This is an optimization exercise on Yosys and OpenROAD, whose aim is small area and a short achievable clock period, not a production implementation. Only simulation tests tie the RTL to the original design; equivalence was not proved. Power figures rest on the tool's default switching activity, not on a simulated workload.

== build 10 ==
## mem_responder
module mem_responder #(
    parameter int ADDR_WIDTH  = 16,
    parameter int DEPTH_WORDS = 256,
    parameter int LATENCY     = 3
) (
    input  logic                  clk,
    input  logic                  rst_n,
    input  logic                  mem_read,
    input  logic                  mem_write,
    input  logic [1:0]            mem_byte_enable,
    input  logic [ADDR_WIDTH-1:0] mem_address,
    input  logic [15:0]           mem_wdata,
    output logic [15:0]           mem_rdata,
    output logic                  mem_resp,
    output logic                  protocol_err
);
    localparam int RN = 4;      
    localparam int RL = 64;     
    localparam int NT = 22;     
    typedef enum logic [1:0] {IDLE, WAIT, RESP} state_t;
    state_t      state;
    logic [1:0]  cnt;
    logic        lat_read;
    logic        lat_write;
    logic [7:0]  lat_idx;
    logic [15:0] lat_wdata;
    logic [1:0]  lat_be;
    logic        resp_prev;
    logic [15:0] ring [RN][RL];
    logic [5:0]  phase;         
    logic [5:0]  rslot;         
    logic        p_valid;       
    logic [1:0]  p_ring;
    logic [5:0]  p_slot;        
    logic [15:0] p_data;
    logic [1:0]  p_be;
    logic [15:0] cap;           
    logic        req_any;
    logic [7:0]  req_idx;
    logic        retrigger;
    logic        acc_go;
    assign req_idx = mem_address[8:1];
    assign req_any = mem_read | mem_write;
    assign retrigger = resp_prev
  ...
clock: 10.0 ns
lec_check: 0
cap_margin: 10
core_margin: 2
core_utilization: 60
cts_cluster_diameter: 100
cts_cluster_size: 25
slew_margin: 15
standard.sh (not shown) runs the stock make flow with config.mk's settings and CLKGATE_MAP_FILE= SYNTH_SCRIPT=/design/flow/synth_recipe.tcl, a recipe that flattens the netlist after the stock synthesis.
==> flow/flow/run.sh <==
#!/bin/bash
set -euo pipefail
bash standard.sh SETUP_SLACK_MARGIN=6.5 finish > standard.log 2>&1
## Diff of input files: build 53 against build 10
Settings: swapping 60 for 65 in CORE_UTILIZATION; swapping 10 for 20 in CAP_MARGIN.
==> comparison <==
Build 53 vs build 10 — overall die width dropped by a few percent
Layout overhead on the synthesized area delta for build 53 relative to build 10: 0.27 points lower
From build 10 to build 53 the numbers moved as follows: register fraction of the total cell area rose by 0.18 points; final critical path time including I/O delays and setup climbed 78 ps.
Build 53 ends up with a detailed-route wire length per cell that is 0.33 um lower than in build 10.
Input-level comparison between build 84 and build 53:
Settings: a change of SLEW_MARGIN from 15 to 55; a change of CORE_UTILIZATION from 65 to 60.
==> flow/run.sh (new file) <==
#!/bin/bash
# synth_recipe.tcl (not shown) runs the flow's synth.tcl, then flattens the netlist and writes it again
# the make line also repeats each setting of config.mk as NAME=value (left out here)
make -C /OpenROAD-flow-scripts/flow DESIGN_CONFIG=/design/flow/config.mk WORK_HOME=/design/flow/orfs CLKGATE_MAP_FILE= SYNTH_SCRIPT=/design/flow/synth_recipe.tcl finish
removed: flow/flow/run.sh
removed: flow/standard.sh
Notes after the runs:
- On total power draw, build 84 and build 53 are neck and neck.
- ~same sequential power in build 84 and build 53
- Comparing build 84 and build 53, core outline area is higher on build 84.
- Number of cells traversed by the worst register-to-register path: build 84 vs build 53 up 8
- Side by side, critical path depth turned out higher in build 84 than in build 53.
- Combinational group share of total power: build 84 vs build 53, no meaningful difference
- Switching share of power of build 53 is on par with build 84.
- Between build 84 and build 53, measured slew at the worst slew-check pin is higher for build 53, build 84 comes in under that.
- Between build 53 and build 84, the register area share after synthesis does not differ in any meaningful way.
- Between build 84 and build 53, the cell area figures differ only marginally.
- Re global routing met1 resource utilization: build 84 is 1.5 points down on build 53.
#### Input delta (build 54 over build 84)
Settings: swapping 60 for 70 in CORE_UTILIZATION; swapping 55 for 15 in SLEW_MARGIN; swapping 20 for 10 in CAP_MARGIN.
==> flow/flow/run.sh (new file) <==
#!/bin/bash
set -euo pipefail
bash standard.sh SETUP_SLACK_MARGIN=6.5 finish > standard.log 2>&1
==> flow/standard.sh (new file) <==
#!/bin/bash
# synth_recipe.tcl (not shown) runs the flow's synth.tcl, then flattens the netlist and writes it again
# the make line also repeats each setting of config.mk as NAME=value (left out here)
make -C /OpenROAD-flow-scripts/flow DESIGN_CONFIG=/design/flow/config.mk WORK_HOME=/design/flow/orfs CLKGATE_MAP_FILE= SYNTH_SCRIPT=/design/flow/synth_recipe.tcl "${@:-finish}"
removed: flow/run.sh
Findings:
Build 54 finished every stage; the final checks, however, were not passed, the failures being max-capacitance violations.
Worst-case vdd ir drop (build 54 / build 84): 1.16
Build 54 vs build 84, launching instance or port of the critical path: rsel[3]$_DFFE_PP_ vs tsel[5]$_DFF_P_
Compared with build 84, in build 54 combinational power shows an increase of about 3%; global-route track usage on met1 now larger; total of plain and repair buffers excluding clock buffers up 24.
| part of the total power dissipated in the clock network | build 54 vs build 84 | 0.2 points lower |

==> port drivers added, routing unchanged <==
In the flow no input, the clock included, has a driving cell. The finished layouts below were timed again as built, in two steps.
Step 1 assumes that a clkbuf_16 drives the clock port and a buf_2 every other input.
Step 2, shift: input delay + t, output delay - t, t = (earliest + latest rising clock arrival at the registers) / 2. This alone moves slack from input paths to output paths.
Slacks: ideal ports / drivers / drivers and shift; pairs: ideal ports / drivers.
| run | t (ns) | setup WS [ns] | pins driven straight from the clock port |
|---|---|---|---|
| build 10 | 0.968 | 6.382 / 6.382 / 5.571 | 1 |
| build 53 | 0.943 | 6.304 / 6.304 / 5.583 | 1 |
| build 84 | 0.942 | 5.229 / 5.229 / 4.490 | 1 |
| build 54 | 0.935 | 6.246 / 6.246 / 5.508 | 1 |
For build 10, which loses most, drivers alone change the setup slack by 0.000 ns; drivers and shift together by -0.811 ns.
